This design comes from an exercise in tuning for small area, a short achievable clock period and few clock cycles on the open sky130 flow, not from production work. Where RTL was checked, it was by simulation tests only, not by an equivalence proof against the original. Power and IR drop assume default switching activity.

the reference run:
## chip8_cpu
module chip8_cpu #(
  parameter int TICK_DIV = 64,
  parameter int STACK_DEPTH = 16
) (
  input wire clk,
  input wire reset,
  input wire mem_req_ready,
  input wire mem_rsp_valid,
  input wire chip8_bus_pkg::data_t mem_rdata,
  output logic mem_req_valid,
  output logic mem_req_write,
  output chip8_bus_pkg::addr_t mem_addr,
  output chip8_bus_pkg::data_t mem_wdata
);
For scale: roughly 2400 cells after synthesis, about 450 flip-flops, ~34 I/O pins, ~23000 µm² of cells after synthesis.
==> flow/config.mk <==
export PLATFORM = sky130hd
export DESIGN_NAME = chip8_cpu
export DESIGN_NICKNAME = chip8_cpu
export VERILOG_FILES = /design/flow/design.v
export SDC_FILE = /design/flow/constraint.sdc
export NUM_CORES = 4
export LEC_CHECK = 0
export ABC_AREA = 1
export ABC_CLOCK_PERIOD_IN_PS = 3000
export CAP_MARGIN = 20
export CORE_MARGIN = 2
export CORE_UTILIZATION = 40
export SETUP_SLACK_MARGIN = 5
export SLEW_MARGIN = 20
==> flow/constraint.sdc <==
create_clock -name core_clock -period 10.0 [get_ports {clk}]
set_input_delay 2.0000 -clock core_clock [delete_from_list [all_inputs] [get_ports {clk}]]
set_output_delay 2.0000 -clock core_clock [all_outputs]
set_load 0.01 [all_outputs]
standard.sh (not shown) runs the stock make flow with config.mk's settings and CLKGATE_MAP_FILE= SYNTH_SCRIPT=/design/flow/synth_recipe.tcl, a recipe that flattens the netlist after the stock synthesis.
==> flow/flow/run.sh <==
#!/bin/bash
# the standard layout, with its timing repair aiming for a larger setup margin,
# plain buffers on the ports and cell sizing not held to the same footprint
set -euo pipefail
bash standard.sh SETUP_SLACK_MARGIN=6.5 MATCH_CELL_FOOTPRINT=0 "BUFFER_PORTS_ARGS=-buffer_cell sky130_fd_sc_hd__buf_4" finish > standard.log 2>&1
The inputs of the trial run differ from those of the reference run as listed below.
-- flow/design.v --
<<< the reference run, line 288
  logic squash;          
  chip8_bus_pkg::data_t hi_q;
  logic hi_jp, hi_call, hi_00, hi_f, hi_b_op;
  assign hi_jp = (hi_q[7:4] == chip8_isa_pkg::OP_JP);
  assign hi_call = (hi_q[7:4] == chip8_isa_pkg::OP_CALL);
  assign hi_00 = (hi_q == 8'h00);
  assign hi_f = (hi_q[7:4] == chip8_isa_pkg::OP_MISC);
  assign hi_b_op = (hi_q[7:4] == chip8_isa_pkg::OP_JP_V0);
  chip8_bus_pkg::data_t lo_q;
  logic ir_v;            
>>> the trial run, line 288
  logic squash;          
  chip8_bus_pkg::data_t hi_q;
  logic hi_jp, hi_call, hi_00, hi_f;
  chip8_bus_pkg::data_t lo_q;
  logic ir_v;            
<<< the reference run, line 301
  chip8_bus_pkg::addr_t i_reg;
  logic m_iss;           
  logic st_q;            
  logic [1:0] m_kind;
  logic [3:0] mcnt;      
>>> the trial run, line 296
  chip8_bus_pkg::addr_t i_reg;
  logic m_iss;           
  logic [1:0] m_kind;
  logic [3:0] mcnt;      
<<< the reference run, line 359
  assign room = (ocnt_a != 2'd2);
  assign npc_inc = npc + 12'd1;
  chip8_bus_pkg::addr_t add_sum;
  assign add_sum = (hi_b_op ? {hi_q[3:0], lo_q} : i_reg) + chip8_bus_pkg::addr_t'(opx);
  assign bnnn_tgt = add_sum;
  always_comb begin
    if (r_ret) tgt = stack_top;
>>> the trial run, line 353
  assign room = (ocnt_a != 2'd2);
  assign npc_inc = npc + 12'd1;
  assign bnnn_tgt = {hi_q[3:0], lo_q} + chip8_bus_pkg::addr_t'(v0_data);
  always_comb begin
    if (r_ret) tgt = stack_top;
<<< the reference run, line 370
  assign stack_push = lo_ok & hi_call;
  assign stack_pop = r_ret;
  assign rd_x_idx = st_q ? mcnt : (hi_b_op ? 4'd0 : xidx);
  assign rd_y_idx = mem_rdata[7:4];
  assign timer_load_value = opx;
>>> the trial run, line 362
  assign stack_push = lo_ok & hi_call;
  assign stack_pop = r_ret;
  assign rd_x_idx = (m_iss && m_kind == MK_STORE) ? mcnt : xidx;
  assign rd_y_idx = mem_rdata[7:4];
  assign timer_load_value = opx;
<<< the reference run, line 435
    if (hi_b) begin
      hi_q <= mem_rdata;
      xidx <= mem_rdata[3:0];
    end
>>> the trial run, line 427
    if (hi_b) begin
      hi_q <= mem_rdata;
      hi_jp <= (mem_rdata[7:4] == chip8_isa_pkg::OP_JP);
      hi_call <= (mem_rdata[7:4] == chip8_isa_pkg::OP_CALL);
      hi_00 <= (mem_rdata == 8'h00);
      hi_f <= (mem_rdata[7:4] == chip8_isa_pkg::OP_MISC);
      xidx <= mem_rdata[3:0];
    end
<<< the reference run, line 461
      i_reg <= '0;
      m_iss <= 1'b0;
      st_q <= 1'b0;
      m_first <= 1'b0;
      m_kind <= '0;
>>> the trial run, line 457
      i_reg <= '0;
      m_iss <= 1'b0;
      m_first <= 1'b0;
      m_kind <= '0;
<<< the reference run, line 483
        if (op == chip8_isa_pkg::OP_LD_I) i_reg <= {hi_q[3:0], lo_q};
        else if (op == chip8_isa_pkg::OP_MISC && lo_q == chip8_isa_pkg::MISC_ADD_I)
          i_reg <= add_sum;
      end
      if (r_mop) begin
>>> the trial run, line 478
        if (op == chip8_isa_pkg::OP_LD_I) i_reg <= {hi_q[3:0], lo_q};
        else if (op == chip8_isa_pkg::OP_MISC && lo_q == chip8_isa_pkg::MISC_ADD_I)
          i_reg <= i_reg + chip8_bus_pkg::addr_t'(opx);
      end
      if (r_mop) begin
<<< the reference run, line 503
        if (s_go) begin
          m_iss <= (s_last != 4'd0);
          st_q <= lo_store & (s_last != 4'd0);
          mcnt <= 4'd1;
        end else begin
          m_iss <= 1'b1;
          st_q <= lo_store;
          mcnt <= 4'd0;
        end
>>> the trial run, line 498
        if (s_go) begin
          m_iss <= (s_last != 4'd0);
          mcnt <= 4'd1;
        end else begin
          m_iss <= 1'b1;
          mcnt <= 4'd0;
        end
<<< the reference run, line 514
        if (c_go) begin
          m_iss <= (mcnt != mlast);
          st_q <= st_q & (mcnt != mlast);
          mcnt <= mcnt + 4'd1;
        end
>>> the trial run, line 507
        if (c_go) begin
          m_iss <= (mcnt != mlast);
          mcnt <= mcnt + 4'd1;
        end
[summary]
Compared with the reference run, the trial run shows a higher setup slack at placement. On die area, the higher figure sits with the trial run, not the reference run. The trial run finished all stages; the layout is clean. Transition time of the tightest slew-check pin (the trial run over the reference run): increase, 0.091 ns. Top layer reached by signal wires = met4: the reference run; top layer reached by signal wires = met5: the trial run. On final setup slack of the worst path, the trial run does better than the reference run. Measured against the trial run, the number of distinct library cells after synthesis of the reference run comes out at 1.11 times the reference value. Going from the reference run to the trial run, pin count of the biggest net entering global routing picked up an extra about 9%, number of signal-net buffers in the layout down about 4%, number of nets in the layout grew by 58, total DRC errors in the routed layout closely matched the old numbers, aggregate global-route resource usage rose by 1.3 points. Diff the reference run..the trial run | height of the die | negligible. Of the two values seen for library cell contributing the largest single delay on the critical path, sky130_fd_sc_hd__a2111oi_0 was produced by the trial run and sky130_fd_sc_hd__nor3_2 by the reference run. Sequential fraction of design power in the trial run is 2.9 points lower than in the reference run.
No run of this note included a check of the RTL's function; only the layout flow was run.

chip8_cpu, a different RTL version from the one above (not shown whole).
Size in the first run: about 2300 cells after synthesis, roughly 450 flip-flops, roughly 34 I/O pins.
export LEC_CHECK = 0
export ABC_CLOCK_PERIOD_IN_PS = 3000
export CAP_MARGIN = 20
export CORE_MARGIN = 2
export CORE_UTILIZATION = 40
export SETUP_SLACK_MARGIN = 5
export SLEW_MARGIN = 20
create_clock -name core_clock -period 10.0 [get_ports {clk}]
==> flow/flow/run.sh <==
#!/bin/bash
# the standard layout, with its timing repair aiming for a larger setup margin
set -euo pipefail
bash standard.sh SETUP_SLACK_MARGIN=6.5 finish > standard.log 2>&1
The starting point finished with timing, DRC and antenna clean.
Testbench counts at the start, summed over its fixed seeds: cycles 560,435.
Then changed:
--- a/flow/design.v
+++ b/flow/design.v
@@ -389,27 +389,26 @@
   logic m_first;         
   logic s_go, c_go, f_go;
   logic [1:0] s_kind;
   logic [3:0] s_last;
   assign s_kind = lo_store ? MK_STORE : (lo_bcd ? MK_BCD : MK_LOAD);
   assign s_last = lo_bcd ? 4'd2 : hi_q[3:0];
   assign s_go = slot_free & (~lo_load | room);
   assign c_go = slot_free & m_iss & ((m_kind != MK_LOAD) | room);
   assign f_go = slot_free & ~m_iss & ~r_mop & room;
   logic keep;
   chip8_bus_pkg::addr_t wr_off;
-  logic wr_near;
+  logic wr_hits;
   assign wr_off = npc_inc - i_reg;
-  assign wr_near = (wr_off[11:4] == 8'd0) &
-                   ((wr_off[3:0] <= hi_q[3:0]) | (wr_off[3:0] <= 4'd2));
-  assign keep = (ocnt_a == 2'd1) & ~stalled_rd & ~wr_near;
+  assign wr_hits = ~lo_load & (wr_off[11:4] == 8'd0) & (wr_off[3:0] <= s_last);
+  assign keep = (ocnt_a == 2'd1) & ~stalled_rd & ~wr_hits;
   assign a_seq = rq_v ? rq_a + 12'd1 : rq_a;
   always_comb begin
     if (m_iss) a_base = m_first ? i_reg : a_seq;
     else if (e_redir) a_base = bnnn_tgt;
     else if (use_npc) a_base = kept ? npc_inc : npc;
     else a_base = a_seq;
   end
   always_comb begin
     if (r_ret) a_free = stack_top;
     else if (r_jc) a_free = {hi_q[3:0], mem_rdata};
     else if (r_mop) a_free = i_reg;
=>
- worst setup slack is worse by 0.31 ns
- synthesized area hardly moves
- count of clock-buffer cells in the layout falls by 10
- total power falls by a few percent
- via count rises by a few percent
- global-route usage rises by 0.85 points
- design area barely changes
- non-clock buffer count falls by 13
- combinational power falls by a little under a tenth
- sequential share of layout area falls by 0.15 points
No functional check of the RTL was part of the second run of this note.

Another version of the RTL of chip8_cpu (not shown whole).
Size: roughly 2,500 cells after synthesis, ~34 I/O pins, ~24,000 um2 of cells after synthesis.
Settings: LEC_CHECK=0, ABC_AREA=1, ABC_CLOCK_PERIOD_IN_PS=3000, CAP_MARGIN=20, CORE_MARGIN=2, CORE_UTILIZATION=40, CTS_BUF_LIST=sky130_fd_sc_hd__clkbuf_8, CTS_CLUSTER_DIAMETER=60, SETUP_SLACK_MARGIN=5, SLEW_MARGIN=20; clock period 10.0 ns.
==> flow/flow/run.sh <==
#!/bin/bash
# the standard layout, with its timing repair aiming for a larger setup margin,
# plain buffers on the ports and cell sizing not held to the same footprint
set -euo pipefail
bash standard.sh SETUP_SLACK_MARGIN=6.5 MATCH_CELL_FOOTPRINT=0 "BUFFER_PORTS_ARGS=-buffer_cell sky130_fd_sc_hd__buf_4" finish > standard.log 2>&1
Testbench counts at the start, summed over its fixed seeds: cycles 560,864.
Then changed:
--- a/flow/design.v
+++ b/flow/design.v
@@ -284,13 +284,18 @@
   logic [1:0] dcnt;      
   logic use_npc;         
   chip8_bus_pkg::addr_t npc;   
   logic half;            
   logic squash;          
   chip8_bus_pkg::data_t hi_q;
-  logic hi_jp, hi_call, hi_00, hi_f;
+  logic hi_jp, hi_call, hi_00, hi_f, hi_b_op;
+  assign hi_jp = (hi_q[7:4] == chip8_isa_pkg::OP_JP);
+  assign hi_call = (hi_q[7:4] == chip8_isa_pkg::OP_CALL);
+  assign hi_00 = (hi_q == 8'h00);
+  assign hi_f = (hi_q[7:4] == chip8_isa_pkg::OP_MISC);
+  assign hi_b_op = (hi_q[7:4] == chip8_isa_pkg::OP_JP_V0);
   chip8_bus_pkg::data_t lo_q;
   logic ir_v;            
   chip8_bus_pkg::data_t opx;
   chip8_bus_pkg::data_t opy;
   chip8_isa_pkg::reg_idx_t xidx;
   chip8_bus_pkg::addr_t i_reg;
@@ -350,22 +355,24 @@
   assign acc_rd = rq_v & mem_req_ready & ~rq_w;
   assign slot_free = ~rq_v | mem_req_ready;
   assign stalled_rd = rq_v & ~mem_req_ready & ~rq_w;
   assign ocnt_a = ocnt + {1'b0, acc_rd} - {1'b0, rsp};
   assign room = (ocnt_a != 2'd2);
   assign npc_inc = npc + 12'd1;
-  assign bnnn_tgt = {hi_q[3:0], lo_q} + chip8_bus_pkg::addr_t'(v0_data);
+  chip8_bus_pkg::addr_t add_sum;
+  assign add_sum = (hi_b_op ? {hi_q[3:0], lo_q} : i_reg) + chip8_bus_pkg::addr_t'(opx);
+  assign bnnn_tgt = add_sum;
   always_comb begin
     if (r_ret) tgt = stack_top;
     else if (r_jc) tgt = {hi_q[3:0], mem_rdata};
     else tgt = bnnn_tgt;
   end
   assign push_addr = npc_inc;
   assign stack_push = lo_ok & hi_call;
   assign stack_pop = r_ret;
-  assign rd_x_idx = st_q ? mcnt : xidx;
+  assign rd_x_idx = st_q ? mcnt : (hi_b_op ? 4'd0 : xidx);
   assign rd_y_idx = mem_rdata[7:4];
   assign timer_load_value = opx;
   assign timer_load = ir_v & (op == chip8_isa_pkg::OP_MISC) & (lo_q == chip8_isa_pkg::MISC_SET_DT);
   assign flag_wr_en = ir_v & e_flag_en;
   assign flag_data = e_flag;
   always_comb begin
@@ -424,16 +431,12 @@
       rq_w <= r_mop ? ~lo_load : (m_iss & (m_kind != MK_LOAD));
       rq_a <= a_free;
       rq_d <= m_iss ? ((m_kind == MK_BCD) ? bcd_d : rd_x_data) : (mem_rdata[1] ? 8'(h_dig) : v0_data);
     end
     if (hi_b) begin
       hi_q <= mem_rdata;
-      hi_jp <= (mem_rdata[7:4] == chip8_isa_pkg::OP_JP);
-      hi_call <= (mem_rdata[7:4] == chip8_isa_pkg::OP_CALL);
-      hi_00 <= (mem_rdata == 8'h00);
-      hi_f <= (mem_rdata[7:4] == chip8_isa_pkg::OP_MISC);
       xidx <= mem_rdata[3:0];
     end
     lo_q <= mem_rdata;
     if (!(m_iss && m_kind == MK_BCD)) opx <= rd_x_data;
     opy <= rd_y_data;
     if (r_mop) mlast <= s_last;
@@ -476,13 +479,13 @@
       ir_v <= lo_ok & ~r_redir & ~r_mop;
       if (lo_b) squash <= 1'b0;
       else if (ir_v && e_skip) squash <= 1'b1;
       if (ir_v) begin
         if (op == chip8_isa_pkg::OP_LD_I) i_reg <= {hi_q[3:0], lo_q};
         else if (op == chip8_isa_pkg::OP_MISC && lo_q == chip8_isa_pkg::MISC_ADD_I)
-          i_reg <= i_reg + chip8_bus_pkg::addr_t'(opx);
+          i_reg <= add_sum;
       end
       if (r_mop) begin
         l_act <= lo_load & ~keep;
         l_pend <= lo_load & keep;
       end else if (rsp && dzero && kept) begin
         l_act <= l_pend;
The new run completed without violations.
Flip-flop and latch count shrinks by 4.
Global-route usage drops by 0.78 points.
Routed wire length came out lower slightly.
Cell count goes down slightly.
Worst setup slack is worse by 0.19 ns.
Final area stays flat.
Combinational power rises by roughly a tenth.
Die area is lower slightly.
Total power increases by a few percent.
Clock power hardly moves.
Core utilization goes up by 0.68 points.
The RTL of the second run of this note was laid out without a check of its function.

re-timing with driven ports:
No port has a modelled driver above. Below, the same layouts with a new extraction and two added sets of constraints.
Step 1, drivers: a clkbuf_16 drives clk and a buf_2 each remaining input, both assumed.
Step 2 moves the port delays by t, midway between the first and last clock arrival at a register: inputs arrive t later, outputs are due t later. That takes back most of the time a late clock gives input paths.
Slacks: ideal ports / drivers / drivers and shift; pairs: ideal ports / drivers.
run	t (ns)	setup slack, ns	worst setup path at the end	latest minus earliest clock arrival (ns)
the reference run	0.659	6.439 / 6.436 / 5.777	input to register	0.059 / 0.059
the trial run	0.669	6.450 / 6.455 / 5.814	input to register	0.042 / 0.041
the first run of note 2	0.675	6.457 / 6.487 / 5.812	input to register	0.058 / 0.058
the second run of note 2	0.692	6.145 / 6.154 / 5.462	input to register	0.074 / 0.074
the first run of note 3	0.716	6.554 / 6.565 / 5.849	input to register	0.051 / 0.050
the second run of note 3	0.722	6.364 / 6.369 / 5.647	input to register	0.059 / 0.059
After both steps setup and hold are still met in every run listed. For the second run of note 3, which loses most, drivers alone change the setup slack by +0.005 ns; drivers and shift together by -0.717 ns.
